This is an optimization exercise on Yosys and OpenROAD, whose aim is small area, a short achievable clock period and few clock cycles per item, not a production implementation.
RTL that was checked went through simulation tests only; none was proved equivalent to the original.
No functional check of the RTL was part of runs 1 to 5.

==> flow/design.v (outline; a module is shown in full before it is edited, if it fits) <==
// module idct_fa: 10 lines
// module idct_ha: 9 lines
// module idct_core: 893 lines
// module idct_flow_ctrl: 96 lines
// module idct8_top: 64 lines
module idct8_top #(
        parameter int ROUND_SHIFT = 7
) (
        input  logic                    clk,
        input  logic                    reset,
        input  logic                    in_req,
        input  idct_pkg::coef_vec_t     coef,
        input  logic                    out_ack,
        output logic                    in_ack,
        output logic                    out_req,
        output idct_pkg::sample_vec_t   samples
);
  // ...
==> flow/flow/run.sh <==
#!/bin/bash
# The standard layout (standard.sh, unchanged synthesis), with plain buf_1 cells as the
# input and output port buffers instead of the default clkdlybuf4s50_1
set -euo pipefail
bash standard.sh "BUFFER_PORTS_ARGS=-buffer_cell sky130_fd_sc_hd__buf_1" finish > standard.log 2>&1
==> flow/standard.sh <==
#!/bin/bash
# synth_recipe.tcl (not shown) runs the flow's synth.tcl, then flattens the netlist and writes it again
# the make line also repeats each setting of config.mk as NAME=value (left out here)
make -C /OpenROAD-flow-scripts/flow DESIGN_CONFIG=/design/flow/config.mk WORK_HOME=/design/flow/orfs CLKGATE_MAP_FILE= SYNTH_SCRIPT=/design/flow/synth_recipe.tcl "${@:-finish}"
==> flow/config.mk <==
export PLATFORM = sky130hd
export DESIGN_NAME = idct8_top
export DESIGN_NICKNAME = idct8_top
export VERILOG_FILES = /design/flow/design.v
export SDC_FILE = /design/flow/constraint.sdc
export NUM_CORES = 4
export LEC_CHECK = 0
export CAP_MARGIN = 20
export CORE_MARGIN = 2
export CORE_UTILIZATION = 40
export SLEW_MARGIN = 20
export SYNTH_HIERARCHICAL = 1
export SYNTH_MINIMUM_KEEP_SIZE = 0
==> flow/constraint.sdc <==
create_clock -name core_clock -period 9.0 [get_ports {clk}]
set_input_delay 1.8000 -clock core_clock [delete_from_list [all_inputs] [get_ports {clk}]]
set_output_delay 1.8000 -clock core_clock [all_outputs]
set_load 0.01 [all_outputs]
==> reports/metrics.yaml, run 1 <==
asyncSetResetFlopFracSynth: 0.0145
synthMostInstantiatedCell: "sky130_fd_sc_hd__fa_1"
io_buffers: 277
rr_startpoint: "idct_core_inst.e_q0[3]"
antenna_cells: 1
remaining_drc_errors: 0
final-clk-cell-share: 0.0634
synth-main-ff-cell: "sky130_fd_sc_hd__dfxtp_1"
adder_cell_share_of_the_synthesized_area: 0.385
area_growth_pct: 15.8
number_of_antenna_violations_at_the_first_check_in_global_routing: 4
tapcell.inserted: 688
post_synth_xor_area_fraction: 0.0116
worst_hold_slack_ns: 0.397
synth_edf_count: 160
cts.hold.buffers_added: 0
critPathKind: "reg -> reg"
clock_tree_from_tritoncts: "built"
mostFrequentLayoutCells: "358 x sky130_fd_sc_hd__fa_1, 277 x sky130_fd_sc_hd__buf_1, 248 x sky130_fd_sc_hd__dfxtp_1"
fin_setup_tns_ns: 0
synthDominantAreaCellType: "sky130_fd_sc_hd__fa_1"
gr_util_all_layers: 0.186
detailedPlace.worstSlack_ns: 5.05
run_status: "no timing/DRC/antenna violations"
==> run 2, diff against run 1 <==
--- a/flow/design.v
+++ b/flow/design.v
@@ -39,33 +39,41 @@
 `timescale 1ns/1ps
 module idct_core (
         input  logic         clk,
         input  logic [127:0] coef_q,
         input  logic [1:0]   k_nx,
         output logic [17:0]  yp,
         output logic [17:0]  ym
 );
-        logic [5:0] kc_q;
+        logic [13:0] kc_q;
         always_ff @(posedge clk) begin
                 kc_q[0] <= (k_nx == 2'd0) | (k_nx == 2'd1);
                 kc_q[1] <= (k_nx == 2'd1) | (k_nx == 2'd3);
                 kc_q[2] <= (k_nx == 2'd2);
-                kc_q[3] <= (k_nx == 2'd1) | (k_nx == 2'd2);
-                kc_q[4] <= (k_nx == 2'd1) | (k_nx == 2'd2) | (k_nx == 2'd3);
-                kc_q[5] <= (k_nx == 2'd0) | (k_nx == 2'd2) | (k_nx == 2'd3);
+                kc_q[3] <= (k_nx == 2'd2) | (k_nx == 2'd3);
+                kc_q[4] <= (k_nx == 2'd1) | (k_nx == 2'd2);
+                kc_q[5] <= (k_nx == 2'd0) | (k_nx == 2'd3);
+                kc_q[6] <= (k_nx == 2'd1) | (k_nx == 2'd2) | (k_nx == 2'd3);
+                kc_q[7] <= (k_nx == 2'd0);
+                kc_q[8] <= (k_nx == 2'd0) | (k_nx == 2'd2);
+                kc_q[9] <= (k_nx == 2'd0) | (k_nx == 2'd1) | (k_nx == 2'd3);
+                kc_q[10] <= (k_nx == 2'd0) | (k_nx == 2'd2) | (k_nx == 2'd3);
+                kc_q[11] <= (k_nx == 2'd0);
+                kc_q[12] <= (k_nx == 2'd0);
+                kc_q[13] <= (k_nx == 2'd0);
         end
         logic [24:0] e_q0, e_q1;
         logic [24:0] o_q0, o_q1;
         wire e_s1, e_c2;
-        idct_fa u_e_s1 (.a(~kc_q[3]), .b(coef_q[0]), .ci(coef_q[38]), .s(e_s1), .co(e_c2));
+        idct_fa u_e_s1 (.a(kc_q[5]), .b(coef_q[0]), .ci(coef_q[38]), .s(e_s1), .co(e_c2));
         wire e_s3, e_c4;
         idct_ha u_e_s3 (.a(coef_q[37]), .b(coef_q[34]), .s(e_s3), .co(e_c4));
         wire e_s5, e_c6;
-        idct_fa u_e_s5 (.a(kc_q[4]), .b(coef_q[1]), .ci(coef_q[39]), .s(e_s5), .co(e_c6));
+        idct_fa u_e_s5 (.a(kc_q[6]), .b(coef_q[1]), .ci(coef_q[39]), .s(e_s5), .co(e_c6));
         wire e_s7, e_c8;
         idct_fa u_e_s7 (.a(coef_q[38]), .b(coef_q[35]), .ci(coef_q[33]), .s(e_s7), .co(e_c8));
         wire e_s9, e_c10;
         idct_ha u_e_s9 (.a(coef_q[65]), .b(coef_q[101]), .s(e_s9), .co(e_c10));
         wire e_s11, e_c12;
         idct_fa u_e_s11 (.a(coef_q[2]), .b(coef_q[40]), .ci(coef_q[39]), .s(e_s11), .co(e_c12));
         wire e_s13, e_c14;
         idct_fa u_e_s13 (.a(coef_q[36]), .b(coef_q[34]), .ci(coef_q[66]), .s(e_s13), .co(e_c14));
@@ -115,19 +123,19 @@
         idct_fa u_e_s57 (.a(coef_q[73]), .b(coef_q[109]), .ci(coef_q[106]), .s(e_s57), .co(e_c58));
         wire e_s59, e_c60;
         idct_fa u_e_s59 (.a(coef_q[10]), .b(~coef_q[47]), .ci(coef_q[44]), .s(e_s59), .co(e_c60));
         wire e_s61, e_c62;
         idct_fa u_e_s61 (.a(coef_q[42]), .b(coef_q[74]), .ci(coef_q[110]), .s(e_s61), .co(e_c62));
         wire e_s63, e_c64;
         idct_fa u_e_s63 (.a(coef_q[11]), .b(coef_q[45]), .ci(coef_q[43]), .s(e_s63), .co(e_c64));
         wire e_s65, e_c66;
-        idct_ha u_e_s65 (.a(~kc_q[0]), .b(coef_q[36]), .s(e_s65), .co(e_c66));
+        idct_ha u_e_s65 (.a(kc_q[3]), .b(coef_q[36]), .s(e_s65), .co(e_c66));
         wire e_s67, e_c68;
-        idct_fa u_e_s67 (.a(kc_q[3]), .b(coef_q[37]), .ci(coef_q[36]), .s(e_s67), .co(e_c68));
+        idct_fa u_e_s67 (.a(kc_q[4]), .b(coef_q[37]), .ci(coef_q[36]), .s(e_s67), .co(e_c68));
         wire e_s69, e_c70;
         idct_ha u_e_s69 (.a(coef_q[33]), .b(coef_q[99]), .s(e_s69), .co(e_c70));
         wire e_s71, e_c72;
         idct_fa u_e_s71 (.a(coef_q[32]), .b(coef_q[64]), .ci(coef_q[100]), .s(e_s71), .co(e_c72));
         wire e_s73, e_c74;
         idct_fa u_e_s73 (.a(coef_q[97]), .b(e_s3), .ci(e_s1), .s(e_s73), .co(e_c74));
         wire e_s75, e_c76;
         idct_fa u_e_s75 (.a(coef_q[98]), .b(e_c4), .ci(e_s9), .s(e_s75), .co(e_c76));
@@ -261,37 +269,37 @@
         idct_fa u_e_s203 (.a(e_c122), .b(e_s163), .ci(e_c162), .s(e_s203), .co(e_c204));
         wire e_s205, e_c206;
         idct_fa u_e_s205 (.a(e_s127), .b(e_c164), .ci(e_s165), .s(e_s205), .co(e_c206));
         wire e_s207, e_c208;
         idct_fa u_e_s207 (.a(e_c128), .b(~e_s167), .ci(e_c166), .s(e_s207), .co(e_c208));
         wire o_s209, o_c210;
         idct_ha u_o_s209 (.a(kc_q[0]), .b(coef_q[22]), .s(o_s209), .co(o_c210));
         wire o_s211, o_c212;
-        idct_fa u_o_s211 (.a(kc_q[5]), .b(coef_q[23]), .ci(coef_q[20]), .s(o_s211), .co(o_c212));
+        idct_fa u_o_s211 (.a(kc_q[10]), .b(coef_q[23]), .ci(coef_q[20]), .s(o_s211), .co(o_c212));
         wire o_s213, o_c214;
-        idct_fa u_o_s213 (.a(~kc_q[4]), .b(coef_q[24]), .ci(coef_q[21]), .s(o_s213), .co(o_c214));
+        idct_fa u_o_s213 (.a(kc_q[7]), .b(coef_q[24]), .ci(coef_q[21]), .s(o_s213), .co(o_c214));
         wire o_s215, o_c216;
-        idct_fa u_o_s215 (.a(~kc_q[4]), .b(coef_q[25]), .ci(coef_q[22]), .s(o_s215), .co(o_c216));
+        idct_fa u_o_s215 (.a(kc_q[11]), .b(coef_q[25]), .ci(coef_q[22]), .s(o_s215), .co(o_c216));
         wire o_s217, o_c218;
-        idct_fa u_o_s217 (.a(~kc_q[4]), .b(coef_q[26]), .ci(coef_q[23]), .s(o_s217), .co(o_c218));
+        idct_fa u_o_s217 (.a(kc_q[11]), .b(coef_q[26]), .ci(coef_q[23]), .s(o_s217), .co(o_c218));
         wire o_s219, o_c220;
-        idct_fa u_o_s219 (.a(~kc_q[4]), .b(coef_q[27]), .ci(coef_q[24]), .s(o_s219), .co(o_c220));
+        idct_fa u_o_s219 (.a(kc_q[11]), .b(coef_q[27]), .ci(coef_q[24]), .s(o_s219), .co(o_c220));
         wire o_s221, o_c222;
-        idct_fa u_o_s221 (.a(~kc_q[4]), .b(coef_q[28]), .ci(coef_q[25]), .s(o_s221), .co(o_c222));
+        idct_fa u_o_s221 (.a(kc_q[12]), .b(coef_q[28]), .ci(coef_q[25]), .s(o_s221), .co(o_c222));
         wire o_s223, o_c224;
-        idct_fa u_o_s223 (.a(~kc_q[4]), .b(coef_q[29]), .ci(coef_q[26]), .s(o_s223), .co(o_c224));
+        idct_fa u_o_s223 (.a(kc_q[12]), .b(coef_q[29]), .ci(coef_q[26]), .s(o_s223), .co(o_c224));
         wire o_s225, o_c226;
-        idct_fa u_o_s225 (.a(~kc_q[4]), .b(coef_q[30]), .ci(coef_q[27]), .s(o_s225), .co(o_c226));
+        idct_fa u_o_s225 (.a(kc_q[12]), .b(coef_q[30]), .ci(coef_q[27]), .s(o_s225), .co(o_c226));
         wire o_s227, o_c228;
-        idct_fa u_o_s227 (.a(kc_q[4]), .b(coef_q[31]), .ci(~coef_q[28]), .s(o_s227), .co(o_c228));
+        idct_fa u_o_s227 (.a(kc_q[13]), .b(~coef_q[31]), .ci(coef_q[28]), .s(o_s227), .co(o_c228));
         wire o_s229, o_c230;
-        idct_fa u_o_s229 (.a(~kc_q[2]), .b(coef_q[20]), .ci(coef_q[17]), .s(o_s229), .co(o_c230));
+        idct_fa u_o_s229 (.a(kc_q[9]), .b(coef_q[20]), .ci(coef_q[17]), .s(o_s229), .co(o_c230));
         wire o_s231, o_c232;
-        idct_fa u_o_s231 (.a(~kc_q[4]), .b(coef_q[21]), .ci(coef_q[18]), .s(o_s231), .co(o_c232));
+        idct_fa u_o_s231 (.a(kc_q[7]), .b(coef_q[21]), .ci(coef_q[18]), .s(o_s231), .co(o_c232));
         wire o_s233, o_c234;
         idct_fa u_o_s233 (.a(coef_q[17]), .b(coef_q[53]), .ci(coef_q[52]), .s(o_s233), .co(o_c234));
         wire o_s235, o_c236;
         idct_fa u_o_s235 (.a(coef_q[19]), .b(coef_q[18]), .ci(coef_q[16]), .s(o_s235), .co(o_c236));
         wire o_s237, o_c238;
         idct_fa u_o_s237 (.a(coef_q[54]), .b(coef_q[53]), .ci(coef_q[51]), .s(o_s237), .co(o_c238));
         wire o_s239, o_c240;
         idct_fa u_o_s239 (.a(coef_q[48]), .b(coef_q[85]), .ci(coef_q[82]), .s(o_s239), .co(o_c240));
@@ -363,29 +371,29 @@
         idct_fa u_o_s305 (.a(coef_q[27]), .b(coef_q[25]), .ci(~coef_q[63]), .s(o_s305), .co(o_c306));
         wire o_s307, o_c308;
         idct_fa u_o_s307 (.a(coef_q[62]), .b(coef_q[60]), .ci(coef_q[57]), .s(o_s307), .co(o_c308));
         wire o_s309, o_c310;
         idct_fa u_o_s309 (.a(coef_q[94]), .b(coef_q[91]), .ci(coef_q[90]), .s(o_s309), .co(o_c310));
         wire o_s311, o_c312;
         idct_fa u_o_s311 (.a(coef_q[126]), .b(coef_q[123]), .ci(o_c226), .s(o_s311), .co(o_c312));
         wire o_s313, o_c314;
-        idct_fa u_o_s313 (.a(~kc_q[4]), .b(coef_q[29]), .ci(coef_q[28]), .s(o_s313), .co(o_c314));
+        idct_fa u_o_s313 (.a(kc_q[13]), .b(coef_q[29]), .ci(coef_q[28]), .s(o_s313), .co(o_c314));
         wire o_s315, o_c316;
         idct_fa u_o_s315 (.a(coef_q[26]), .b(~coef_q[63]), .ci(coef_q[61]), .s(o_s315), .co(o_c316));
         wire o_s317, o_c318;
         idct_fa u_o_s317 (.a(coef_q[58]), .b(~coef_q[95]), .ci(coef_q[92]), .s(o_s317), .co(o_c318));
         wire o_s319, o_c320;
         idct_fa u_o_s319 (.a(coef_q[91]), .b(~coef_q[127]), .ci(coef_q[124]), .s(o_s319), .co(o_c320));
         wire o_s321, o_c322;
-        idct_fa u_o_s321 (.a(~kc_q[4]), .b(coef_q[30]), .ci(coef_q[29]), .s(o_s321), .co(o_c322));
+        idct_fa u_o_s321 (.a(kc_q[13]), .b(coef_q[30]), .ci(coef_q[29]), .s(o_s321), .co(o_c322));
         wire o_s323, o_c324;
         idct_fa u_o_s323 (.a(coef_q[27]), .b(coef_q[62]), .ci(coef_q[59]), .s(o_s323), .co(o_c324));
         wire o_s325, o_c326;
-        idct_fa u_o_s325 (.a(kc_q[4]), .b(~coef_q[31]), .ci(coef_q[30]), .s(o_s325), .co(o_c326));
+        idct_fa u_o_s325 (.a(kc_q[6]), .b(~coef_q[31]), .ci(coef_q[30]), .s(o_s325), .co(o_c326));
         wire o_s327, o_c328;
         idct_ha u_o_s327 (.a(~coef_q[19]), .b(~coef_q[16]), .s(o_s327), .co(o_c328));
         wire o_s329, o_c330;
         idct_fa u_o_s329 (.a(coef_q[16]), .b(coef_q[52]), .ci(coef_q[51]), .s(o_s329), .co(o_c330));
         wire o_s331, o_c332;
         idct_fa u_o_s331 (.a(coef_q[49]), .b(coef_q[83]), .ci(coef_q[80]), .s(o_s331), .co(o_c332));
         wire o_s333, o_c334;
         idct_fa u_o_s333 (.a(coef_q[50]), .b(coef_q[84]), .ci(coef_q[81]), .s(o_s333), .co(o_c334));
@@ -447,21 +455,21 @@
         idct_fa u_o_s389 (.a(o_s297), .b(o_s299), .ci(o_s301), .s(o_s389), .co(o_c390));
         wire o_s391, o_c392;
         idct_fa u_o_s391 (.a(o_s225), .b(o_c296), .ci(o_s303), .s(o_s391), .co(o_c392));
         wire o_s393, o_c394;
         idct_fa u_o_s393 (.a(o_c298), .b(o_c300), .ci(o_c302), .s(o_s393), .co(o_c394));
         wire o_s395, o_c396;
         idct_fa u_o_s395 (.a(o_s305), .b(o_s307), .ci(o_s309), .s(o_s395), .co(o_c396));
         wire o_s397, o_c398;
-        idct_fa u_o_s397 (.a(~o_s227), .b(o_c304), .ci(o_s311), .s(o_s397), .co(o_c398));
+        idct_fa u_o_s397 (.a(o_s227), .b(o_c304), .ci(o_s311), .s(o_s397), .co(o_c398));
         wire o_s399, o_c400;
         idct_fa u_o_s399 (.a(o_c306), .b(o_c308), .ci(o_c310), .s(o_s399), .co(o_c400));
         wire o_s401, o_c402;
-        idct_fa u_o_s401 (.a(~o_c228), .b(o_s313), .ci(o_s315), .s(o_s401), .co(o_c402));
+        idct_fa u_o_s401 (.a(o_c228), .b(o_s313), .ci(o_s315), .s(o_s401), .co(o_c402));
         wire o_s403, o_c404;
         idct_fa u_o_s403 (.a(o_s317), .b(o_s319), .ci(o_c312), .s(o_s403), .co(o_c404));
         wire o_s405, o_c406;
         idct_fa u_o_s405 (.a(coef_q[93]), .b(coef_q[92]), .ci(coef_q[125]), .s(o_s405), .co(o_c406));
         wire o_s407, o_c408;
         idct_fa u_o_s407 (.a(o_c314), .b(o_c316), .ci(o_c318), .s(o_s407), .co(o_c408));
         wire o_s409, o_c410;
         idct_fa u_o_s409 (.a(o_c320), .b(o_s321), .ci(o_s323), .s(o_s409), .co(o_c410));
@@ -473,19 +481,19 @@
         idct_fa u_o_s415 (.a(o_c322), .b(o_c324), .ci(o_s325), .s(o_s415), .co(o_c416));
         wire o_s417, o_c418;
         idct_ha u_o_s417 (.a(coef_q[31]), .b(~coef_q[29]), .s(o_s417), .co(o_c418));
         wire o_s419, o_c420;
         idct_fa u_o_s419 (.a(coef_q[61]), .b(~coef_q[95]), .ci(coef_q[94]), .s(o_s419), .co(o_c420));
         wire o_s421, o_c422;
         idct_ha u_o_s421 (.a(~coef_q[127]), .b(o_c326), .s(o_s421), .co(o_c422));
         wire o_s423, o_c424;
-        idct_fa u_o_s423 (.a(~kc_q[1]), .b(coef_q[17]), .ci(coef_q[49]), .s(o_s423), .co(o_c424));
+        idct_fa u_o_s423 (.a(kc_q[8]), .b(coef_q[17]), .ci(coef_q[49]), .s(o_s423), .co(o_c424));
         wire o_s425, o_c426;
-        idct_fa u_o_s425 (.a(~kc_q[3]), .b(coef_q[18]), .ci(coef_q[50]), .s(o_s425), .co(o_c426));
+        idct_fa u_o_s425 (.a(kc_q[5]), .b(coef_q[18]), .ci(coef_q[50]), .s(o_s425), .co(o_c426));
         wire o_s427, o_c428;
         idct_ha u_o_s427 (.a(coef_q[49]), .b(coef_q[81]), .s(o_s427), .co(o_c428));
         wire o_s429, o_c430;
         idct_fa u_o_s429 (.a(coef_q[51]), .b(coef_q[50]), .ci(coef_q[48]), .s(o_s429), .co(o_c430));
         wire o_s431, o_c432;
         idct_fa u_o_s431 (.a(coef_q[82]), .b(coef_q[114]), .ci(~o_s327), .s(o_s431), .co(o_c432));
         wire o_s433, o_c434;
         idct_fa u_o_s433 (.a(coef_q[115]), .b(coef_q[112]), .ci(~o_c328), .s(o_s433), .co(o_c434));
@@ -593,17 +601,17 @@
         idct_fa u_o_s535 (.a(o_s489), .b(o_c486), .ci(o_s491), .s(o_s535), .co(o_c536));
         wire o_s537, o_c538;
         idct_fa u_o_s537 (.a(o_c490), .b(o_s493), .ci(o_c492), .s(o_s537), .co(o_c538));
         wire o_s539, o_c540;
         idct_fa u_o_s539 (.a(o_s497), .b(o_c494), .ci(o_s499), .s(o_s539), .co(o_c540));
         wire o_s541, o_c542;
         idct_fa u_o_s541 (.a(coef_q[31]), .b(coef_q[63]), .ci(~o_c498), .s(o_s541), .co(o_c542));
         wire o_s543, o_c544;
-        idct_ha u_o_s543 (.a(~kc_q[4]), .b(coef_q[16]), .s(o_s543), .co(o_c544));
+        idct_ha u_o_s543 (.a(kc_q[7]), .b(coef_q[16]), .s(o_s543), .co(o_c544));
         wire o_s545, o_c546;
         idct_fa u_o_s545 (.a(coef_q[112]), .b(o_s501), .ci(o_s423), .s(o_s545), .co(o_c546));
         wire o_s547, o_c548;
         idct_fa u_o_s547 (.a(o_c502), .b(o_s425), .ci(o_s503), .s(o_s547), .co(o_c548));
         wire o_s549, o_c550;
         idct_fa u_o_s549 (.a(o_s431), .b(o_c504), .ci(o_s505), .s(o_s549), .co(o_c550));
         wire o_s551, o_c552;
         idct_fa u_o_s551 (.a(o_c506), .b(o_s435), .ci(o_s507), .s(o_s551), .co(o_c552));
==> reports/metrics.yaml, run 2 <==
final_net_count: 2193
top_register: "samples"
clock_tree_from_tritoncts: "built"
io_pins: 278
hold_violation_count_in_the_final_report: 0
worst-endpoint-arrival_ns: 4.35
antenna_cells: 0  # -1
gp_congestion: 0.869
largest_reg_flops: 144
crit_end_element: "flop"
die_area_um2: 54700
critical_path_required_ns: 9.39
synth-main-ff-cell: "sky130_fd_sc_hd__dfxtp_1"
clock_path_buffers: 3
slew_headroom: 0.305
clock_insertion_delay_worst_skew_ns: 0.58
globalRouteMet1Util: 0.245
core_area_um2: 52400
run_status: "no timing/DRC/antenna violations"
synthDominantAreaCellType: "sky130_fd_sc_hd__fa_1"
post_synth_instance_area_um2: 21100
synth.net_count: 1885
setup.reg_to_reg.worst_slack_ns: 5.04
fin_setup_tns_ns: 0  # unchanged
cts.hold.buffers_added: 0  # unchanged
global_route.peak_usage_layer: "met2"
grt_overflow: 0
die_h_um: 234
numCtsBuffers: 46
stdcell_count: 2347
detailedPlacementHpwl_um: 38600
synthMostInstantiatedCell: "sky130_fd_sc_hd__fa_1"
largest_registers: "samples x144, idct_flow_ctrl_inst.coef_q x128"
layout.cells.most_common: "sky130_fd_sc_hd__fa_1"
asyncSetResetFlopFracSynth: 0.0143  # -0.000173
die-width_um: 234
start_util: 0.403
clk_transition_reported_paths_ns: 0.06
yosysUniqueCellTypes: 50
yosysWarnings: 9
h-tree-depth: 2
drive_gt1_frac: 0.103
rsz0062_at_grt: "false"
cts-resized-gates: 0
first_pass_grt_wire_length_um: 72200
num_vias: 11200
multiInputGateArea_um2: 10700
report.final.slew_viol_count: 0
max_freq_mhz: 252
critPathKind: "reg -> reg"
drt_iter0_drc: 491
layout.filler_cells: 4618
synth_edf_count: 160  # unchanged
setup_viol_count_final: 0
number_of_antenna_violations_at_the_first_check_in_global_routing: 0  # -4
mostFrequentLayoutCells: "358 x sky130_fd_sc_hd__fa_1, 277 x sky130_fd_sc_hd__buf_1, 253 x sky130_fd_sc_hd__dfxtp_1"
finalCoreUtilization: 0.466
post_synthesis_cell_count: 1313
ys_ff_latch: 419
drtAntennaViolNets: 0
ff_latch_area_um2: 10000
wl_per_cell_um: 20.5
remaining_drc_errors: 0  # unchanged
wirelength_um: 48100
fraction_of_met2_tracks_used_by_global_routing: 0.293
io_buffers: 277  # unchanged
netlist_top_cells_area: "sky130_fd_sc_hd__fa_1 34%, sky130_fd_sc_hd__dfxtp_1 24%, sky130_fd_sc_hd__edfxtp_1 23%"
post-route-period-util: 0.440
grt_pass1_vias: 12300
area_growth_pct: 15.7
routed_via_density: 4.75
timing.hold.worst.class: "reg -> reg"
gr_util_all_layers: 0.179  # -0.00724
row_count: 84
yosys.area.top_type_share: 0.339
tritoncts_num_sinks: 419
grt_max_degree: 62
final.min_clock_period_ns: 3.96
worst-slew-pin-transition_ns: 1.04
timing.critical_path.fanout_max: 4
drt_pre_antenna_iters: 4
postCtsSetupRepairBufs: 0
worst_hold_slack_ns: 0.397  # +0.000716 ns
dp.cells: 2261
max-cap-violations: 0
clockRootBuffer: "sky130_fd_sc_hd__clkbuf_16"
grt_util_met3: 0.0355
startpoint_class_of_the_critical_path: "flop"
mapped_avg_cell_area_um2: 16.1
seq_area_frac_synth: 0.474
final.setup_skew_ns: 0.0179
synth.top_cells.by_count: "358 x sky130_fd_sc_hd__fa_1, 253 x sky130_fd_sc_hd__dfxtp_1, 160 x sky130_fd_sc_hd__edfxtp_1, 82 x sky130_fd_sc_hd__ha_1, 82 x sky130_fd_sc_hd__inv_1"
run 2: changes by cell type after synthesis, sizes merged, moves of 3 or more:
cell | previous run | this run
a211oi | 1 | 5
nor2 | 16 | 21
nand2 | 19 | 16
nand3 | 2 | 5
o21bai | 4 | 1
dfxtp | 248 | 253
inv | 91 | 82
o21ai | 20 | 11
a21oi | 86 | 82
or3 | 4 | 0
run 2: final timing paths:
| path | start | endpoint | cells past startpoint |
|---|---|---|---|
| worst max-delay path | idct_core_inst.o_q0[5] | samples[106] | 13 |
| worst min-delay path | yp_q[10] | samples[10] | 0 |
| worst max register to register | idct_core_inst.o_q0[5] | samples[106] | 13 |
| worst min register to register | yp_q[10] | samples[10] | 0 |
| max in group asynchronous | reset | idct_flow_ctrl_inst.wrote_01 | 2 |
| min in group asynchronous | reset | idct_flow_ctrl_inst.out_req | 2 |
run 2: cell type report:
cell class	instances	share of cell area
multi-input cells	788	0.436
well taps	688	0.0352
inverters	82	0.0126
repair buffers	284	0.0446
clock buffers	52	0.0484
flip-flops and latches	419	0.410
clock inverters	34	0.0132
run 2: cell families after synthesis:
logic type | count (synthesis) | synth area share
adders and majority gates | 440 | 0.387
DFF | 419 | 0.474
AOI/OAI and AO/OA | 130 | 0.0376
and+or+nand+nor | 124 | 0.0293
buffers and inverters | 106 | 0.0223
muxes | 64 | 0.0371
xor gates and xnor gates | 30 | 0.0124
run 2: Yosys stat by module, one instance, submodules excluded:
module	copies in the design	flops+latches
idct8_top	1	180
idct_core	1	102
idct_fa	358	0
idct_flow_ctrl	1	137
idct_ha	27	0
run 2: critical path, stage by stage, from the launching register on:
cell and delay (ns):
sky130_fd_sc_hd__dfxtp_1 0.36, sky130_fd_sc_hd__inv_1 0.07, sky130_fd_sc_hd__fa_1 0.51, sky130_fd_sc_hd__fa_1 0.42, sky130_fd_sc_hd__ha_1 0.33, sky130_fd_sc_hd__a21oi_1 0.16, sky130_fd_sc_hd__nand2_1 0.10, sky130_fd_sc_hd__o21ai_1 0.30
sky130_fd_sc_hd__a2111oi_0 0.17, sky130_fd_sc_hd__buf_4 0.18, sky130_fd_sc_hd__o211a_1 0.23, sky130_fd_sc_hd__o31a_1 0.37, sky130_fd_sc_hd__o311a_1 0.34, sky130_fd_sc_hd__nor3_2 0.25
run 2: routing by layer:
| metal | vias up | share of wire |
|---|---|---|
| met5 | - | 0 |
| met4 | 0 | 0.023 |
| met3 | 69 | 0.048 |
| met2 | 289 | 0.48 |
| met1 | 5745 | 0.45 |
| li1 | 5052 | - |
run 2: per-stage QoR:
stage,instance area [um2],setup slack (ns)
global route,24500,4.81
detailed placement,23000,4.97
finish,24500,5.04
global placement,23000,5.01
CTS,24500,5.04
floorplan,21100,3.43
==> run 3, diff against run 2 <==
--- a/flow/config.mk
+++ b/flow/config.mk
@@ -10,2 +10,3 @@
 export CORE_UTILIZATION = 40
+export CTS_BUF_LIST = sky130_fd_sc_hd__clkbuf_4 sky130_fd_sc_hd__clkbuf_8
 export SLEW_MARGIN = 20
==> reports/metrics.yaml, run 3 <==
routed_via_density: 4.73  # -0.38%
drt_iter0_drc: 522  # +6.3%
drt_pre_antenna_iters: 4  # unchanged
row_count: 84  # unchanged
area_growth_pct: 16.3
tritoncts_num_sinks: 419  # unchanged
largest_registers: "samples x144, idct_flow_ctrl_inst.coef_q x128"
start_util: 0.403  # unchanged
timing.hold.worst.class: "reg -> reg"
yosys.area.top_type_share: 0.339  # unchanged
crit_end_element: "flop"
die-width_um: 234  # unchanged
wirelength_um: 48600  # +1.1%
cts-resized-gates: 0  # unchanged
max-cap-violations: 0  # unchanged
drtAntennaViolNets: 0  # unchanged
seq_area_frac_synth: 0.474  # unchanged
fin_setup_tns_ns: 0  # unchanged
worstRegToRegCells: 13  # unchanged
synth-main-ff-cell: "sky130_fd_sc_hd__dfxtp_1"
grt_pass1_vias: 12600  # +2.0%
timing.critical_path.fanout_max: 4  # unchanged
postCtsSetupRepairBufs: 0  # unchanged
layout.cells.most_common: "sky130_fd_sc_hd__fa_1"
first_pass_grt_wire_length_um: 73100  # +1.2%
grt_overflow: 0  # unchanged
whs_path_depth: 0  # unchanged
critPathKind: "reg -> reg"
numCtsBuffers: 71  # +54%
max_freq_mhz: 253  # +0.27%
stdcell_area_um2: 24600  # +0.52%
mapped_avg_cell_area_um2: 16.1  # unchanged
grt_max_degree: 62  # unchanged
clk_transition_reported_paths_ns: 0.06  # about the same
setup_viol_count_final: 0  # unchanged
yosysUniqueCellTypes: 50  # unchanged
core_area_um2: 52400  # unchanged
clock_insertion_delay_worst_skew_ns: 0.64  # +0.06 ns
critical_path.slowest_cell: "sky130_fd_sc_hd__fa_1"
report.final.slew_viol_count: 0  # unchanged
number_of_antenna_violations_at_the_first_check_in_global_routing: 1  # +1
io_buffers: 277  # unchanged
num_vias: 11300  # +1.5%
io_pins: 278  # unchanged
slew_headroom: 0.315  # +0.0103
synthDominantAreaCellType: "sky130_fd_sc_hd__fa_1"
top_register: "samples"
run_status: "no timing/DRC/antenna violations"
timing.critical_path.mode_cell: "sky130_fd_sc_hd__fa_1"
wl_per_cell_um: 20.3  # -0.76%
clockRootBuffer: "sky130_fd_sc_hd__clkbuf_8"
die_h_um: 234  # unchanged
post_synthesis_cell_count: 1313  # unchanged
synth_edf_count: 160  # unchanged
remaining_drc_errors: 0  # unchanged
clock_path_buffers: 3  # unchanged
h-tree-depth: 3  # +1
mostFrequentLayoutCells: "358 x sky130_fd_sc_hd__fa_1, 277 x sky130_fd_sc_hd__buf_1, 253 x sky130_fd_sc_hd__dfxtp_1"
synthMostInstantiatedCell: "sky130_fd_sc_hd__fa_1"
gp_congestion: 0.869  # unchanged
drive_gt1_frac: 0.132  # +0.0285
final_net_count: 2218  # +1.1%
asyncSetResetFlopFracSynth: 0.0143  # unchanged
gr_util_all_layers: 0.183  # +0.00384
synth.net_count: 1885  # unchanged
cts.hold.buffers_added: 0  # unchanged
post_synth_instance_area_um2: 21100  # unchanged
rsz0062_at_grt: "false"
die_area_um2: 54700  # unchanged
worst-slew-pin-transition_ns: 1.03  # -0.0154 ns
clock_tree_from_tritoncts: "built"
final.setup_skew_ns: 0.0333  # +0.0155 ns
cp_cell_sequence: "inv_1 -> fa_1 -> fa_1 -> ha_1 -> a21oi_1 -> nand2_1 -> o21ai_1 -> a2111oi_0 -> buf_4 -> o211a_1 -> o31a_1 -> o311a_1 -> nor3_2"
post-route-period-util: 0.439  # -0.00119
critical_path_required_ns: 9.44  # +0.05 ns
ys_ff_latch: 419  # unchanged
final.min_clock_period_ns: 3.95  # -0.0107 ns
placedInstanceArea_um2: 23000  # unchanged
detailedPlacementHpwl_um: 38600  # unchanged
crit_path_max_incr_delay_ns: 0.51  # about the same
synth.top_cells.by_count: "358 x sky130_fd_sc_hd__fa_1, 253 x sky130_fd_sc_hd__dfxtp_1, 160 x sky130_fd_sc_hd__edfxtp_1, 82 x sky130_fd_sc_hd__ha_1, 82 x sky130_fd_sc_hd__inv_1"
startpoint_class_of_the_critical_path: "flop"
yosysWarnings: 9  # unchanged
netlist_top_cells_area: "sky130_fd_sc_hd__fa_1 34%, sky130_fd_sc_hd__dfxtp_1 24%, sky130_fd_sc_hd__edfxtp_1 23%"
hold_violation_count_in_the_final_report: 0  # unchanged
largest_reg_flops: 144  # unchanged
worst-endpoint-arrival_ns: 4.40  # +0.05 ns
[run 3: cell counts after synthesis]
No cell type changed its count.
[run 3: per-module statistics from Yosys, one instance, submodules excluded]
module / flops+latches / area [um2] / copies in the design
idct_core: 102 / 4070 / 1
idct_fa: 0 / 20.0 / 358
idct_flow_ctrl: 137 / 4530 / 1
idct_ha: 0 / 12.5 / 27
idct8_top: 180 / 5040 / 1
[run 3: kinds of logic (layout without fill, tap and decap cells)]
| group | Yosys count | after routing | synth area share |
|---|---|---|---|
| and+or+nand+nor | 124 | 124 | 0.0293 |
| buffers and inverters | 106 | 496 | 0.0223 |
| muxes | 64 | 64 | 0.0371 |
| AOI/OAI and AO/OA | 130 | 130 | 0.0376 |
| DFF | 419 | 419 | 0.474 |
| adders and majority gates | 440 | 440 | 0.387 |
| other | 0 | 1 | 0 |
| xor gates and xnor gates | 30 | 30 | 0.0124 |
[run 3: final timing paths]
check	from	to	slack [ns]
setup reg to reg	idct_core_inst.o_q0[5]	samples[124]	5.05
min in group asynchronous	reset	idct_flow_ctrl_inst.busy	1.08
hold reg to reg	yp_q[6]	samples[6]	0.40
max in group asynchronous	reset	idct_flow_ctrl_inst.wrote_01	7.67
hold / removal	yp_q[6]	samples[6]	0.40
setup / recovery	idct_core_inst.o_q0[5]	samples[124]	5.05
[run 3: stage by stage]
stage | worst slack, ns | hold slack [ns] | util | std cells
floorplan | 3.43 | 0.337 | - | 1313
global placement | 5.01 | 0.386 | 0.438 | 2261
detailed placement | 4.97 | 0.389 | 0.438 | 2261
CTS | 5.03 | 0.393 | 0.469 | 2391
global route | 4.79 | 0.406 | 0.469 | 2392
finish | 5.05 | 0.396 | 0.469 | 2392
[run 3: layout make-up]
| type | count | area, um2 |
|---|---|---|
| clock buffers | 106 | 1350 |
| well taps | 688 | 861 |
| diodes | 1 | 2.50 |
| repair buffers | 284 | 1090 |
| multi-input cells | 788 | 10700 |
| clock inverters | 24 | 285 |
| inverters | 82 | 308 |
| fillers | 4629 | 27900 |
| flip-flops and latches | 419 | 10000 |
[run 3: worst max-delay path, delay by kind of cell (launching register included)]
family,cells,cell delay [ns]
adders and majority gates,3,1.25
DFF,1,0.36
buffers and inverters,2,0.25
AOI/OAI and AO/OA,6,1.56
and+or+nand+nor,2,0.35
[run 3: layer usage]
layer	global-route usage	wire (um)	up-vias	share of wire
li1	-	-	5116	-
met1	0.245	21500	5797	0.44
met2	0.294	23200	337	0.48
met3	0.0412	2790	76	0.057
met4	0.0657	1160	0	0.024
met5	0	0	-	0
==> run 4, diff against run 3 <==
--- a/flow/config.mk
+++ b/flow/config.mk
@@ -10,3 +10,3 @@
 export CORE_UTILIZATION = 40
-export CTS_BUF_LIST = sky130_fd_sc_hd__clkbuf_4 sky130_fd_sc_hd__clkbuf_8
+export SETUP_SLACK_MARGIN = 5
 export SLEW_MARGIN = 20
==> reports/metrics.yaml, run 4 <==
critPathKind: "reg -> reg"
final.setup_skew_ns: 0.0173  # -0.0161 ns
ys_ff_latch: 419  # unchanged
crit_path_max_incr_delay_ns: 0.49  # -0.02 ns
die-width_um: 234  # unchanged
clockRootBuffer: "sky130_fd_sc_hd__clkbuf_16"
synthMostInstantiatedCell: "sky130_fd_sc_hd__fa_1"
grt_overflow: 0  # unchanged
synth-main-ff-cell: "sky130_fd_sc_hd__dfxtp_1"
yosys.area.top_type_share: 0.339  # unchanged
rsz0062_at_grt: "false"
area_growth_pct: 15.7
h-tree-depth: 2  # -1
cp_num_buf_inv: 2  # unchanged
hold_wc_startpoint: "ym_q[0]"
final_net_count: 2191  # -1.2%
die_area_um2: 54700  # unchanged
post_synthesis_cell_count: 1313  # unchanged
worstRegToRegCells: 13  # unchanged
cpLargestDelayFamily: "compound AO/OA/AOI/OAI gates"
yosysWarnings: 9  # unchanged
io_pins: 278  # unchanged
grt_max_degree: 65  # +4.8%
startpoint_class_of_the_critical_path: "flop"
max_freq_mhz: 263  # +3.8%
detailedPlacementHpwl_um: 38700  # +0.18%
synth.net_count: 1885  # unchanged
numCtsBuffers: 45  # -37%
antenna_cells: 0  # -1
worst-endpoint-arrival_ns: 4.19  # -0.21 ns
stdcell_count: 2342  # -2.1%
routed_via_density: 4.73  # about the same
cp_cell_sequence: "inv_1 -> fa_1 -> fa_1 -> ha_1 -> a211oi_2 -> nand2_1 -> a21oi_1 -> a2111oi_1 -> buf_4 -> o211a_1 -> o31a_1 -> o311a_1 -> nor3_2"
critical_path_required_ns: 9.38  # -0.06 ns
drt_pre_antenna_iters: 4  # unchanged
whs_path_depth: 0  # unchanged
setup_viol_count_final: 0  # unchanged
asyncSetResetFlopFracSynth: 0.0143  # unchanged
synth_edf_count: 160  # unchanged
start_util: 0.403  # unchanged
synthDominantAreaCellType: "sky130_fd_sc_hd__fa_1"
post_synth_instance_area_um2: 21100  # unchanged
timing.critical_path.fanout_max: 5  # +1
mostFrequentLayoutCells: "358 x sky130_fd_sc_hd__fa_1, 277 x sky130_fd_sc_hd__buf_1, 253 x sky130_fd_sc_hd__dfxtp_1"
clock_insertion_delay_worst_skew_ns: 0.58  # -0.06 ns
max-cap-violations: 0  # unchanged
critical_path.reg2reg.endpoint: "samples[124]"
worst-slew-pin-transition_ns: 1.06  # +0.0317 ns
drtAntennaViolNets: 0  # unchanged
wl_per_cell_um: 20.8  # +2.2%
netlist_top_cells_area: "sky130_fd_sc_hd__fa_1 34%, sky130_fd_sc_hd__dfxtp_1 24%, sky130_fd_sc_hd__edfxtp_1 23%"
wirelength_um: 48600  # about the same
run_status: "no timing/DRC/antenna violations"
multiInputGateArea_um2: 10700  # +0.22%
drive_gt1_frac: 0.105  # -0.0263
timing.critical_path.mode_cell: "sky130_fd_sc_hd__fa_1"
fin_setup_tns_ns: 0  # unchanged
clock_path_buffers: 3  # unchanged
clock_tree_from_tritoncts: "built"
setup.reg_to_reg.worst_slack_ns: 5.19  # +0.15 ns
rr_startpoint: "idct_core_inst.o_q0[11]"
slew_headroom: 0.293  # -0.0220
yosysUniqueCellTypes: 50  # unchanged
remaining_drc_errors: 0  # unchanged
core_area_um2: 52400  # unchanged
first_pass_grt_wire_length_um: 74000  # +1.3%
ff_latch_area_um2: 10000  # about the same
tritoncts_num_sinks: 419  # unchanged
dp.cells: 2260  # -0.044%
worst_hold_slack_ns: 0.398  # +0.00244 ns
die_h_um: 234  # unchanged
post-route-period-util: 0.423  # -0.0162
largest_reg_flops: 144  # unchanged
seq_area_frac_synth: 0.474  # unchanged
final.min_clock_period_ns: 3.81  # -0.145 ns
crit_end_element: "flop"
largest_registers: "samples x144, idct_flow_ctrl_inst.coef_q x128"
num_vias: 11100  # -2.1%
cp.depth: 13  # unchanged
mapped_avg_cell_area_um2: 16.1  # unchanged
synth.top_cells.by_count: "358 x sky130_fd_sc_hd__fa_1, 253 x sky130_fd_sc_hd__dfxtp_1, 160 x sky130_fd_sc_hd__edfxtp_1, 82 x sky130_fd_sc_hd__ha_1, 82 x sky130_fd_sc_hd__inv_1"
top_register: "samples"
gp_congestion: 0.867  # -0.16%
drt_iter0_drc: 457  # -12%
timing.hold.worst.class: "reg -> reg"
hold_violation_count_in_the_final_report: 0  # unchanged
postCtsSetupRepairBufs: 0  # unchanged
critical_path.slowest_cell: "sky130_fd_sc_hd__fa_1"
layout.filler_cells: 4610  # -0.41%
gr_util_all_layers: 0.184  # +0.000857
clk_transition_reported_paths_ns: 0.06  # about the same
row_count: 84  # unchanged
number_of_antenna_violations_at_the_first_check_in_global_routing: 1  # unchanged
grt_pass1_vias: 12500  # -0.55%
worst_hold_path.endpoint: "samples[126]"
layout.cells.most_common: "sky130_fd_sc_hd__fa_1"
report.final.slew_viol_count: 0  # unchanged
io_buffers: 277  # unchanged
-- run 4: cells by family after synthesis --
kind of cell    Yosys count  synth area share
flops                   419             0.474
mux                      64            0.0371
simple gates            124            0.0293
xor+xnor                 30            0.0124
compound gates          130            0.0376
fa+ha+maj               440             0.387
buf+inv                 106            0.0223
-- run 4: how the worst max path moves through the flow --
stage | endpoint | start
after floorplan | samples[0] | out_ack
after global placement | samples[128] | out_ack
after detailed placement | samples[36] | out_ack
after CTS | samples[124] | idct_core_inst.o_q0[5]
after global routing | samples[124] | idct_core_inst.o_q0[5]
final | samples[124] | idct_core_inst.o_q0[11]
-- run 4: per-module statistics from Yosys (local to each module, per instance) --
module	area, um2	cells	flip-flops and latches
idct_core	4070	405	102
idct_ha	12.5	1	0
idct8_top	5040	180	180
idct_flow_ctrl	4530	343	137
idct_fa	20.0	1	0
-- run 4: layout make-up --
cell class / count / area share
inverter: 82 / 0.0126
timing repair buffer: 283 / 0.0443
sequential: 419 / 0.410
multi-input combinational: 788 / 0.437
clock inverter: 30 / 0.0124
clock buffer: 52 / 0.0488
tap: 688 / 0.0352
-- run 4: per-stage QoR --
stage          utilization  instance area [um2]  setup slack [ns]
5_1_grt              0.467                24500              5.01
3_3_place_gp         0.438                23000              4.89
4_1_cts              0.466                24400              5.02
6_report             0.467                24500              5.19
3_5_place_dp         0.438                23000              4.89
2_1_floorplan            -                21200              5.45
-- run 4: routing by layer --
| metal | vias to the layer above | share of wire | track usage |
|---|---|---|---|
| met5 | - | 0 | 0 |
| met4 | 0 | 0.026 | 0.0538 |
| met3 | 71 | 0.045 | 0.0302 |
| met2 | 294 | 0.47 | 0.297 |
| met1 | 5679 | 0.46 | 0.257 |
| li1 | 5044 | - | - |
-- run 4: timing repair --
| action | in CTS | in global routing |
|---|---|---|
| endpoints found under the setup margin | 0 | 14 |
| hold buffers | 0 | 0 |
| gates resized for setup | 0 | 6 |
==> run 5, diff against run 4 <==
==> flow/flow/run.sh (replaced) <==
#!/bin/bash
# The standard layout (standard.sh, unchanged synthesis), with plain buf_1 cells as the
# input and output port buffers, and timing repair aiming 6 ns above the 9 ns constraint
set -euo pipefail
bash standard.sh "BUFFER_PORTS_ARGS=-buffer_cell sky130_fd_sc_hd__buf_1" SETUP_SLACK_MARGIN=6 finish > standard.log 2>&1
--- a/flow/config.mk
+++ b/flow/config.mk
@@ -10,3 +10,2 @@
 export CORE_UTILIZATION = 40
-export SETUP_SLACK_MARGIN = 5
 export SLEW_MARGIN = 20
==> reports/metrics.yaml, run 5 <==
area_growth_pct: 23.3
max_freq_mhz: 273  # +3.9%
post-route-period-util: 0.407  # -0.0159
critical_path.reg2reg.endpoint: "samples[124]"
fin_setup_tns_ns: 0  # unchanged
dp.cells: 2259  # -0.044%
detailedPlacementHpwl_um: 39000  # +0.77%
whs_path_depth: 0  # unchanged
synth_mux_area_frac: 0.0371  # unchanged
rsz0062_at_grt: "true"
drt_iter0_drc: 556  # +22%
h-tree-depth: 2  # unchanged
timing.critical_path.fanout_max: 4  # -1
clock_path_buffers: 3  # unchanged
final.setup_skew_ns: 0.0233  # +0.00602 ns
stdcell_count: 2391  # +2.1%
synthDominantAreaCellType: "sky130_fd_sc_hd__fa_1"
start_util: 0.403  # unchanged
core_area_um2: 52400  # unchanged
synth-compound-area-share: 0.0376  # unchanged
synth-main-ff-cell: "sky130_fd_sc_hd__dfxtp_1"
die-width_um: 234  # unchanged
critical_path_required_ns: 9.39  # about the same
number_of_antenna_violations_at_the_first_check_in_global_routing: 3  # +2
drtAntennaViolNets: 0  # unchanged
post_synth_xor_area_fraction: 0.0124  # unchanged
hold_violation_count_in_the_final_report: 0  # unchanged
ys_ff_latch: 419  # unchanged
layout.cells.most_common: "sky130_fd_sc_hd__fa_1"
adder_cell_share_of_the_synthesized_area: 0.387  # unchanged
synth_simple_gate_area_share: 0.0293  # unchanged
clockRootBuffer: "sky130_fd_sc_hd__clkbuf_16"
gp_congestion: 0.841  # -3.1%
setup.reg_to_reg.worst_slack_ns: 5.34  # +0.14 ns
detailedPlace.worstSlack_ns: 5.03  # +0.140 ns
synth_edf_count: 160  # unchanged
finalCoreUtilization: 0.497  # +0.0306
clock_tree_from_tritoncts: "built"
netlist_top_cells_area: "sky130_fd_sc_hd__fa_1 34%, sky130_fd_sc_hd__dfxtp_1 24%, sky130_fd_sc_hd__edfxtp_1 23%"
io_buffers: 277  # unchanged
remaining_drc_errors: 0  # unchanged
drive_gt1_frac: 0.251  # +0.146
numCtsBuffers: 44  # -2.2%
asyncSetResetFlopFracSynth: 0.0143  # unchanged
yosysWarnings: 9  # unchanged
yosys.area.top_type_share: 0.339  # unchanged
multiInputGateArea_um2: 11700  # +9.8%
worst_hold_path.endpoint: "samples[16]"
report.final.slew_viol_count: 0  # unchanged
wirelength_um: 52300  # +7.5%
mostFrequentLayoutCells: "303 x sky130_fd_sc_hd__fa_1, 276 x sky130_fd_sc_hd__buf_1, 198 x sky130_fd_sc_hd__dfxtp_1"
ff_latch_area_um2: 10100  # +1.0%
seq_area_frac_synth: 0.474  # unchanged
synth.top_cells.by_count: "358 x sky130_fd_sc_hd__fa_1, 253 x sky130_fd_sc_hd__dfxtp_1, 160 x sky130_fd_sc_hd__edfxtp_1, 82 x sky130_fd_sc_hd__ha_1, 82 x sky130_fd_sc_hd__inv_1"
drt_pre_antenna_iters: 4  # unchanged
max-cap-violations: 0  # unchanged
post_synth_instance_area_um2: 21100  # unchanged
grt_max_degree: 59  # -9.2%
final_net_count: 2238  # +2.1%
clk_transition_reported_paths_ns: 0.06  # about the same
num_vias: 11500  # +3.8%
row_count: 84  # unchanged
worst-slew-pin-transition_ns: 0.774  # -0.284 ns
largest_reg_flops: 144  # unchanged
top_register: "samples"
die_area_um2: 54700  # unchanged
largest_registers: "samples x144, idct_flow_ctrl_inst.coef_q x128"
io_pins: 278  # unchanged
layout.filler_cells: 4491  # -2.6%
post_synthesis_cell_count: 1313  # unchanged
slew_headroom: 0.484  # +0.191
final.min_clock_period_ns: 3.66  # -0.143 ns
clock_insertion_delay_worst_skew_ns: 0.58  # about the same
routed_via_density: 4.81  # +1.7%
wl_per_cell_um: 21.9  # +5.3%
setup_viol_count_final: 0  # unchanged
synth.net_count: 1885  # unchanged
first_pass_grt_wire_length_um: 76900  # +3.8%
synth_top_family_by_area: "adder cells"
grt_pass1_vias: 12800  # +2.2%
die_h_um: 234  # unchanged
synthMostInstantiatedCell: "sky130_fd_sc_hd__fa_1"
tritoncts_num_sinks: 419  # unchanged
critPathKind: "reg -> reg"
gr_util_all_layers: 0.193  # +0.00875
timing.hold.worst.class: "reg -> reg"
hold_wc_startpoint: "yp_q[16]"
rr_startpoint: "idct_core_inst.e_q0[14]"
grt_overflow: 0  # unchanged
yosysUniqueCellTypes: 50  # unchanged
mapped_avg_cell_area_um2: 16.1  # unchanged
worst-endpoint-arrival_ns: 4.05  # -0.14 ns
worstRegToRegCells: 11  # -2
crit_end_element: "flop"
startpoint_class_of_the_critical_path: "flop"
final.setup.worst_slack_ns: 5.34  # +0.143 ns
run_status: "no timing/DRC/antenna violations"
run 5: cell counts after synthesis:
Identical to the previous run, type by type.
run 5: worst max-delay path, cell delays in order (launching register included):
cell and delay (ns):
sky130_fd_sc_hd__dfxtp_1 0.34, sky130_fd_sc_hd__fa_1 0.57, sky130_fd_sc_hd__fa_1 0.45, sky130_fd_sc_hd__ha_4 0.26
sky130_fd_sc_hd__a21oi_1 0.23, sky130_fd_sc_hd__nand2_2 0.13, sky130_fd_sc_hd__nor2_2 0.15, sky130_fd_sc_hd__a2111oi_4 0.11
sky130_fd_sc_hd__o211a_1 0.26, sky130_fd_sc_hd__o31a_1 0.35, sky130_fd_sc_hd__o311a_1 0.38, sky130_fd_sc_hd__nor3_4 0.25
run 5: worst max path at each step:
| stage | start | to | slack (ns) | depth (start not counted) |
|---|---|---|---|---|
| after floorplan | out_ack | samples[0] | 5.50 | 3 |
| after global placement | out_ack | samples[106] | 5.10 | 5 |
| after detailed placement | out_ack | samples[142] | 5.03 | 5 |
| after CTS | idct_core_inst.e_q0[2] | samples[124] | 5.41 | 11 |
| after global routing | idct_core_inst.e_q0[14] | samples[124] | 5.20 | 11 |
| final | idct_core_inst.e_q0[14] | samples[124] | 5.34 | 11 |
run 5: area by class of cell:
type,count,share of cell area
Antenna cell,1,0.0000960
Timing Repair Buffer,327,0.0610
Clock inverter,20,0.00585
Inverter,82,0.0119
Clock buffer,62,0.0492
Multi-Input combinational cell,791,0.450
Tap cell,688,0.0330
Sequential cell,419,0.388
Timing Repair inverter,1,0.000192
run 5: repair_timing:
action                                  CTS  global route
gates resized for setup                 180            73
pin swaps                                42            26
cloned                                    5             1
endpoints found under the setup margin  269           214
setup buffers                            35             8
hold buffers                              0             0
run 5: modules after synthesis (local to each module, per instance):
module	cells inside	flip-flops and latches
idct8_top	180	180
idct_ha	1	0
idct_flow_ctrl	343	137
idct_fa	1	0
idct_core	405	102
run 5: per-layer routing:
| layer | GRT usage | wire length, um |
|---|---|---|
| met5 | 0 | 0 |
| met4 | 0.0615 | 1600 |
| met3 | 0.0348 | 2670 |
| met2 | 0.308 | 24800 |
| met1 | 0.268 | 23200 |
run 5: cells by family (layout without fill, tap and decap cells):
logic type,after synthesis,count (layout)
adder cells (fa/ha/maj),440,440
flip-flops,419,419
AO/OA/AOI/OAI,130,130
AND/OR/NAND/NOR,124,127
buffers and inverters,106,492
multiplexers,64,64
XOR/XNOR,30,30
other,0,1
run 5: per-stage QoR:
stage,hold slack (ns),cell area [um2]
final,0.391,26100
after global routing,0.401,26100
after CTS,0.387,25700
after detailed placement,0.389,23100
after global placement,0.386,23100
after floorplan,0.337,21300
==> module idct_flow_ctrl, before the edit <==
module idct_flow_ctrl (
        input  logic                  clk,
        input  logic                  reset,
        input  logic                  in_req,
        input  idct_pkg::coef_vec_t   coef,
        input  logic                  out_ack,
        output logic                  in_ack,
        output logic                  out_req,
        output idct_pkg::coef_vec_t   coef_q,
        output logic [1:0]            k_nx,
        output logic                  wr_01,
        output logic                  wr_2,
        output logic                  wr_3
);
        localparam int CW = idct_pkg::COEF_W;
        logic [2:0] k;
        logic busy;
        logic have;
        logic wrote_01;
        logic wrote_2;
        logic open_out;
        logic free;
        logic capture;
        assign open_out = !have || (out_req && out_ack);
        assign wr_01    = busy && !wrote_01 && !wrote_2 && (k == 3'd2) && open_out;
        assign wr_2     = wrote_01;
        assign wr_3     = wrote_2;
        assign free     = !in_ack && (!busy || wr_2);
        assign capture  = in_req && free;
        assign k_nx = capture ? 2'd0 : k[1:0] + 2'd1;
        always_ff @(posedge clk or posedge reset) begin
                if (reset) begin
                        in_ack <= 1'b0;
                end else if (capture) begin
                        in_ack <= 1'b1;
                end else if (in_ack && !in_req) begin
                        in_ack <= 1'b0;
                end
        end
        always_ff @(posedge clk or posedge reset) begin
                if (reset) begin
                        busy <= 1'b0;
                end else if (capture) begin
                        busy <= 1'b1;
                end else if (wr_2) begin
                        busy <= 1'b0;
                end
        end
        always_ff @(posedge clk or posedge reset) begin
                if (reset) begin
                        wrote_01 <= 1'b0;
                        wrote_2  <= 1'b0;
                end else begin
                        wrote_01 <= wr_01;
                        wrote_2  <= wr_2;
                end
        end
        always_ff @(posedge clk) begin
                if (capture) begin
                        k <= 3'd0;
                end else begin
                        k <= k + 3'd1;
                end
        end
        always_ff @(posedge clk) begin
                if (free) begin
                        coef_q <= coef;
                end else begin
                        coef_q[CW*2 +: CW] <=  coef_q[CW*6 +: CW];
                        coef_q[CW*4 +: CW] <= ~coef_q[CW*4 +: CW];
                        coef_q[CW*6 +: CW] <= ~coef_q[CW*2 +: CW];
                        coef_q[CW*1 +: CW] <= ~coef_q[CW*3 +: CW];
                        coef_q[CW*3 +: CW] <=  coef_q[CW*7 +: CW];
                        coef_q[CW*5 +: CW] <=  coef_q[CW*1 +: CW];
                        coef_q[CW*7 +: CW] <=  coef_q[CW*5 +: CW];
                end
        end
        always_ff @(posedge clk or posedge reset) begin
                if (reset) begin
                        have <= 1'b0;
                end else if (wr_3) begin
                        have <= 1'b1;
                end else if (out_req && out_ack) begin
                        have <= 1'b0;
                end
        end
        always_ff @(posedge clk or posedge reset) begin
                if (reset) begin
                        out_req <= 1'b0;
                end else if (out_req) begin
                        out_req <= !out_ack;
                end else begin
                        out_req <= (have || wr_3) && !out_ack;
                end
        end
endmodule
==> run 6, diff against run 5 <==
--- a/flow/design.v
+++ b/flow/design.v
@@ -961,37 +961,42 @@
         logic wrote_2;
-        logic open_out;
-        logic free;
+        logic hold_q;
+        logic wa_q;
+        logic wb_q;
         logic capture;
-        assign open_out = !have || (out_req && out_ack);
-        assign wr_01    = busy && !wrote_01 && !wrote_2 && (k == 3'd2) && open_out;
-        assign wr_2     = wrote_01;
-        assign wr_3     = wrote_2;
-        assign free     = !in_ack && (!busy || wr_2);
-        assign capture  = in_req && free;
-        assign k_nx = capture ? 2'd0 : k[1:0] + 2'd1;
-        always_ff @(posedge clk or posedge reset) begin
-                if (reset) begin
-                        in_ack <= 1'b0;
-                end else if (capture) begin
-                        in_ack <= 1'b1;
-                end else if (in_ack && !in_req) begin
-                        in_ack <= 1'b0;
-                end
-        end
-        always_ff @(posedge clk or posedge reset) begin
-                if (reset) begin
-                        busy <= 1'b0;
-                end else if (capture) begin
-                        busy <= 1'b1;
-                end else if (wr_2) begin
-                        busy <= 1'b0;
-                end
-        end
+        logic in_ack_nx;
+        logic busy_nx;
+        logic have_nx;
+        logic out_req_nx;
+        logic first_nx;
+        assign wr_01   = wa_q || (wb_q && out_ack);
+        assign wr_2    = wrote_01;
+        assign wr_3    = wrote_2;
+        assign capture = in_req && !hold_q;
+        assign in_ack_nx  = capture || (in_ack && in_req);
+        assign busy_nx    = capture || (busy && !wr_2);
+        assign have_nx    = wr_3 || (have && !(out_req && out_ack));
+        assign out_req_nx = out_req ? !out_ack : ((have || wr_3) && !out_ack);
+        assign k_nx       = capture ? 2'd0 : k[1:0] + 2'd1;
+        assign first_nx   = busy_nx && !wr_01 && !wrote_01 && ((capture ? 3'd0 : k + 3'd1) == 3'd2);
         always_ff @(posedge clk or posedge reset) begin
                 if (reset) begin
+                        in_ack   <= 1'b0;
+                        busy     <= 1'b0;
+                        have     <= 1'b0;
+                        out_req  <= 1'b0;
                         wrote_01 <= 1'b0;
                         wrote_2  <= 1'b0;
+                        hold_q   <= 1'b0;
+                        wa_q     <= 1'b0;
+                        wb_q     <= 1'b0;
                 end else begin
+                        in_ack   <= in_ack_nx;
+                        busy     <= busy_nx;
+                        have     <= have_nx;
+                        out_req  <= out_req_nx;
                         wrote_01 <= wr_01;
                         wrote_2  <= wr_2;
+                        hold_q   <= in_ack_nx || (busy_nx && !wr_01);
+                        wa_q     <= first_nx && !have_nx;
+                        wb_q     <= first_nx && have_nx && out_req_nx;
                 end
@@ -1006,3 +1011,3 @@
         always_ff @(posedge clk) begin
-                if (free) begin
+                if (!hold_q) begin
                         coef_q <= coef;
@@ -1017,20 +1022,2 @@
                 end
-        end
-        always_ff @(posedge clk or posedge reset) begin
-                if (reset) begin
-                        have <= 1'b0;
-                end else if (wr_3) begin
-                        have <= 1'b1;
-                end else if (out_req && out_ack) begin
-                        have <= 1'b0;
-                end
-        end
-        always_ff @(posedge clk or posedge reset) begin
-                if (reset) begin
-                        out_req <= 1'b0;
-                end else if (out_req) begin
-                        out_req <= !out_ack;
-                end else begin
-                        out_req <= (have || wr_3) && !out_ack;
-                end
         end
==> flow/flow/run.sh (replaced) <==
#!/bin/bash
# The standard layout (standard.sh, unchanged synthesis), with plain buf_1 cells as the
# input and output port buffers instead of the default clkdlybuf4s50_1
set -euo pipefail
bash standard.sh "BUFFER_PORTS_ARGS=-buffer_cell sky130_fd_sc_hd__buf_1" finish > standard.log 2>&1
--- a/flow/config.mk
+++ b/flow/config.mk
@@ -10,2 +10,3 @@
 export CORE_UTILIZATION = 40
+export SETUP_SLACK_MARGIN = 5
 export SLEW_MARGIN = 20
==> reports/metrics.yaml, run 6 <==
drive_gt1_frac: 0.102  # -0.149
row_count: 84  # unchanged
ff_latch_area_um2: 10100  # -0.26%
first_pass_grt_wire_length_um: 72300  # -6.0%
critical_path_required_ns: 9.38  # about the same
synthMostInstantiatedCell: "sky130_fd_sc_hd__fa_1"
rsz0062_at_grt: "false"
cts.hold.buffers_added: 0  # unchanged
worst-slew-pin-transition_ns: 1.02  # +0.247 ns
post_synthesis_cell_count: 1311  # -0.15%
largest_reg_flops: 144  # unchanged
synthDominantAreaCellType: "sky130_fd_sc_hd__fa_1"
worst_hold_slack_ns: 0.400  # +0.00895 ns
run_status: "no timing/DRC/antenna violations"
cpLargestDelayFamily: "compound AO/OA/AOI/OAI gates"
yosysUniqueCellTypes: 50  # unchanged
synth-main-ff-cell: "sky130_fd_sc_hd__dfxtp_1"
h-tree-depth: 2  # unchanged
max_freq_mhz: 263  # -3.8%
num_vias: 11100  # -3.9%
asyncSetResetFlopFracSynth: 0.0213  # +0.00701
top_register: "samples"
antenna_cells: 0  # -1
tritoncts_num_sinks: 422  # +0.72%
ys_ff_latch: 422  # +0.72%
critPathKind: "reg -> reg"
die_h_um: 234  # +0.24%
layout.cells.most_common: "sky130_fd_sc_hd__fa_1"
grt_max_degree: 76  # +29%
routed_via_density: 4.70  # -2.3%
wl_per_cell_um: 20.3  # -7.1%
globalRouteMet1Util: 0.254  # -0.0136
grt_util_met3: 0.0320  # -0.00280
grt_pass1_vias: 12200  # -4.4%
cp_num_buf_inv: 2  # +2
die-width_um: 234  # +0.24%
area_growth_pct: 15.9
postCtsSetupRepairBufs: 0  # -100%
final.min_clock_period_ns: 3.81  # +0.144 ns
final.setup_skew_ns: 0.0294  # +0.00612 ns
clockRootBuffer: "sky130_fd_sc_hd__clkbuf_16"
hold_violation_count_in_the_final_report: 0  # unchanged
cts-resized-gates: 0  # -100%
io_buffers: 277  # unchanged
timing.hold.worst.class: "reg -> reg"
post-route-period-util: 0.423  # +0.0160
global_route.peak_usage_layer: "met2"
synth.net_count: 1882  # -0.16%
crit_path_max_incr_delay_ns: 0.50  # -0.07 ns
report.final.slew_viol_count: 0  # unchanged
cp_cell_sequence: "inv_1 -> fa_1 -> fa_1 -> ha_1 -> a21oi_1 -> nand2_1 -> o21ai_2 -> a2111oi_1 -> buf_4 -> o211a_1 -> o31a_1 -> o311a_1 -> nor3_2"
drtAntennaViolNets: 0  # unchanged
clock_insertion_delay_worst_skew_ns: 0.59  # about the same
layout.filler_cells: 4625  # +3.0%
clk_transition_reported_paths_ns: 0.06  # about the same
number_of_antenna_violations_at_the_first_check_in_global_routing: 0  # -3
largest_registers: "samples x144, idct_flow_ctrl_inst.coef_q x128"
clock_tree_from_tritoncts: "built"
io_pins: 278  # unchanged
fin_setup_tns_ns: 0  # unchanged
start_util: 0.404  # +0.00115
core_area_um2: 52600  # +0.20%
crit_end_element: "flop"
multiInputGateArea_um2: 10700  # -8.8%
[run 6: cell count changes after synthesis, moves of 8 or more]
cell | before | now
sky130_fd_sc_hd__a21oi_1 | 72 | 30
sky130_fd_sc_hd__nand2_1 | 16 | 64
sky130_fd_sc_hd__mux2_2 | 47 | 14
sky130_fd_sc_hd__o21ai_1 | 6 | 15
sky130_fd_sc_hd__buf_6 | 9 | 1
sky130_fd_sc_hd__mux2_4 | 17 | 50
sky130_fd_sc_hd__nor3_1 | 51 | 4
sky130_fd_sc_hd__a21oi_2 | 10 | 0
sky130_fd_sc_hd__o21ai_0 | 5 | 45
[run 6: cells by family (layout without fill, tap and decap cells)]
family	count (synthesis)	in the layout	synth area share
DFF	422	422	0.475
adders and majority gates	439	439	0.385
AOI/OAI and AO/OA	127	127	0.0350
muxes	64	64	0.0427
xor gates and xnor gates	30	30	0.0124
buffers and inverters	99	451	0.0221
and+or+nand+nor	130	130	0.0279
[run 6: per-layer routing]
layer | up-vias | wire [um]
met2 | 304 | 22000
met1 | 5669 | 21900
li1 | 5020 | -
met5 | - | 0
met4 | 0 | 1260
met3 | 65 | 2530
[run 6: cell type report]
cell class,instances,area share
multi-input cells,790,0.435
flip-flops and latches,422,0.410
clock buffers,62,0.0541
repair buffers,283,0.0441
well taps,688,0.0350
inverters,82,0.0126
clock inverters,24,0.00910
[run 6: metrics by stage]
| stage | util | std cells | area, um2 | worst slack, ns |
|---|---|---|---|---|
| 3_5_place_dp | 0.439 | 2265 | 23000 | 5.03 |
| 3_3_place_gp | 0.439 | 2265 | 23000 | 5.12 |
| 4_1_cts | 0.468 | 2351 | 24600 | 5.01 |
| 2_1_floorplan | - | 1311 | 21300 | 5.27 |
| 5_1_grt | 0.469 | 2351 | 24600 | 5.01 |
| 6_report | 0.469 | 2351 | 24600 | 5.19 |
[run 6: final timing paths]
kind | from | cells past startpoint | slack, ns | endpoint
worst max-delay path | idct_core_inst.o_q0[5] | 13 | 5.19 | samples[124]
worst min-delay path | yp_q[0] | 0 | 0.40 | samples[0]
worst max register to register | idct_core_inst.o_q0[5] | 13 | 5.19 | samples[124]
worst min register to register | yp_q[0] | 0 | 0.40 | samples[0]
max in group asynchronous | reset | 2 | 7.53 | idct_flow_ctrl_inst.hold_q
min in group asynchronous | reset | 2 | 1.19 | idct_flow_ctrl_inst.busy
[run 6: Yosys stat by module (local to each module, per instance)]
module          area [um2]  cells inside
idct_fa               20.0             1
idct_flow_ctrl        4630           341
idct8_top             5040           180
idct_core             4070           405
idct_ha               12.5             1
[run 6: worst register-to-register path: cells and delay by family (launching register included)]
family | cells | cell delay (ns)
adders and majority gates | 3 | 1.24
DFF | 1 | 0.35
and+or+nand+nor | 2 | 0.37
buffers and inverters | 2 | 0.22
AOI/OAI and AO/OA | 6 | 1.43
Testbench counts of run 6, summed over its fixed seeds: cycles 9,624, items 2,400.

## re-timing with driven ports
Ports are ideal in the flow. The routed layouts listed here were re-timed in OpenROAD.
Step 1 sets driving cells, clkbuf_16 on the clock port and buf_2 on the other inputs (assumed; they add their load-dependent delay and slew).
Step 2 times the ports against the registers' clock, not the clock port: input delays grow and output delays shrink by t, the midpoint of the rising clock arrivals with the driver on.
a / b / c = ideal / step 1 / step 2; a / b = the first two.
| run | t (ns) | setup WS [ns] | slew at the worst register clock pin (ns) | worst slew at a driven data input, ns |
|---|---|---|---|---|
| run 1 | 0.631 | 5.146 / 5.146 / 5.092 | 0.06 / 0.06 | 0.12 |
| run 2 | 0.624 | 5.038 / 5.038 / 4.987 | 0.06 / 0.06 | 0.07 |
| run 3 | 0.680 | 5.048 / 5.048 / 4.993 | 0.07 / 0.07 | 0.07 |
| run 4 | 0.625 | 5.194 / 5.194 / 4.911 | 0.07 / 0.07 | 0.08 |
| run 5 | 0.622 | 5.337 / 5.337 / 5.337 | 0.07 / 0.07 | 0.07 |
| run 6 | 0.626 | 5.193 / 5.193 / 5.193 | 0.06 / 0.06 | 0.08 |
After both steps setup and hold are still met in every run listed. For run 4, which loses most, drivers alone change the setup slack by 0.000 ns; drivers and shift together by -0.283 ns.
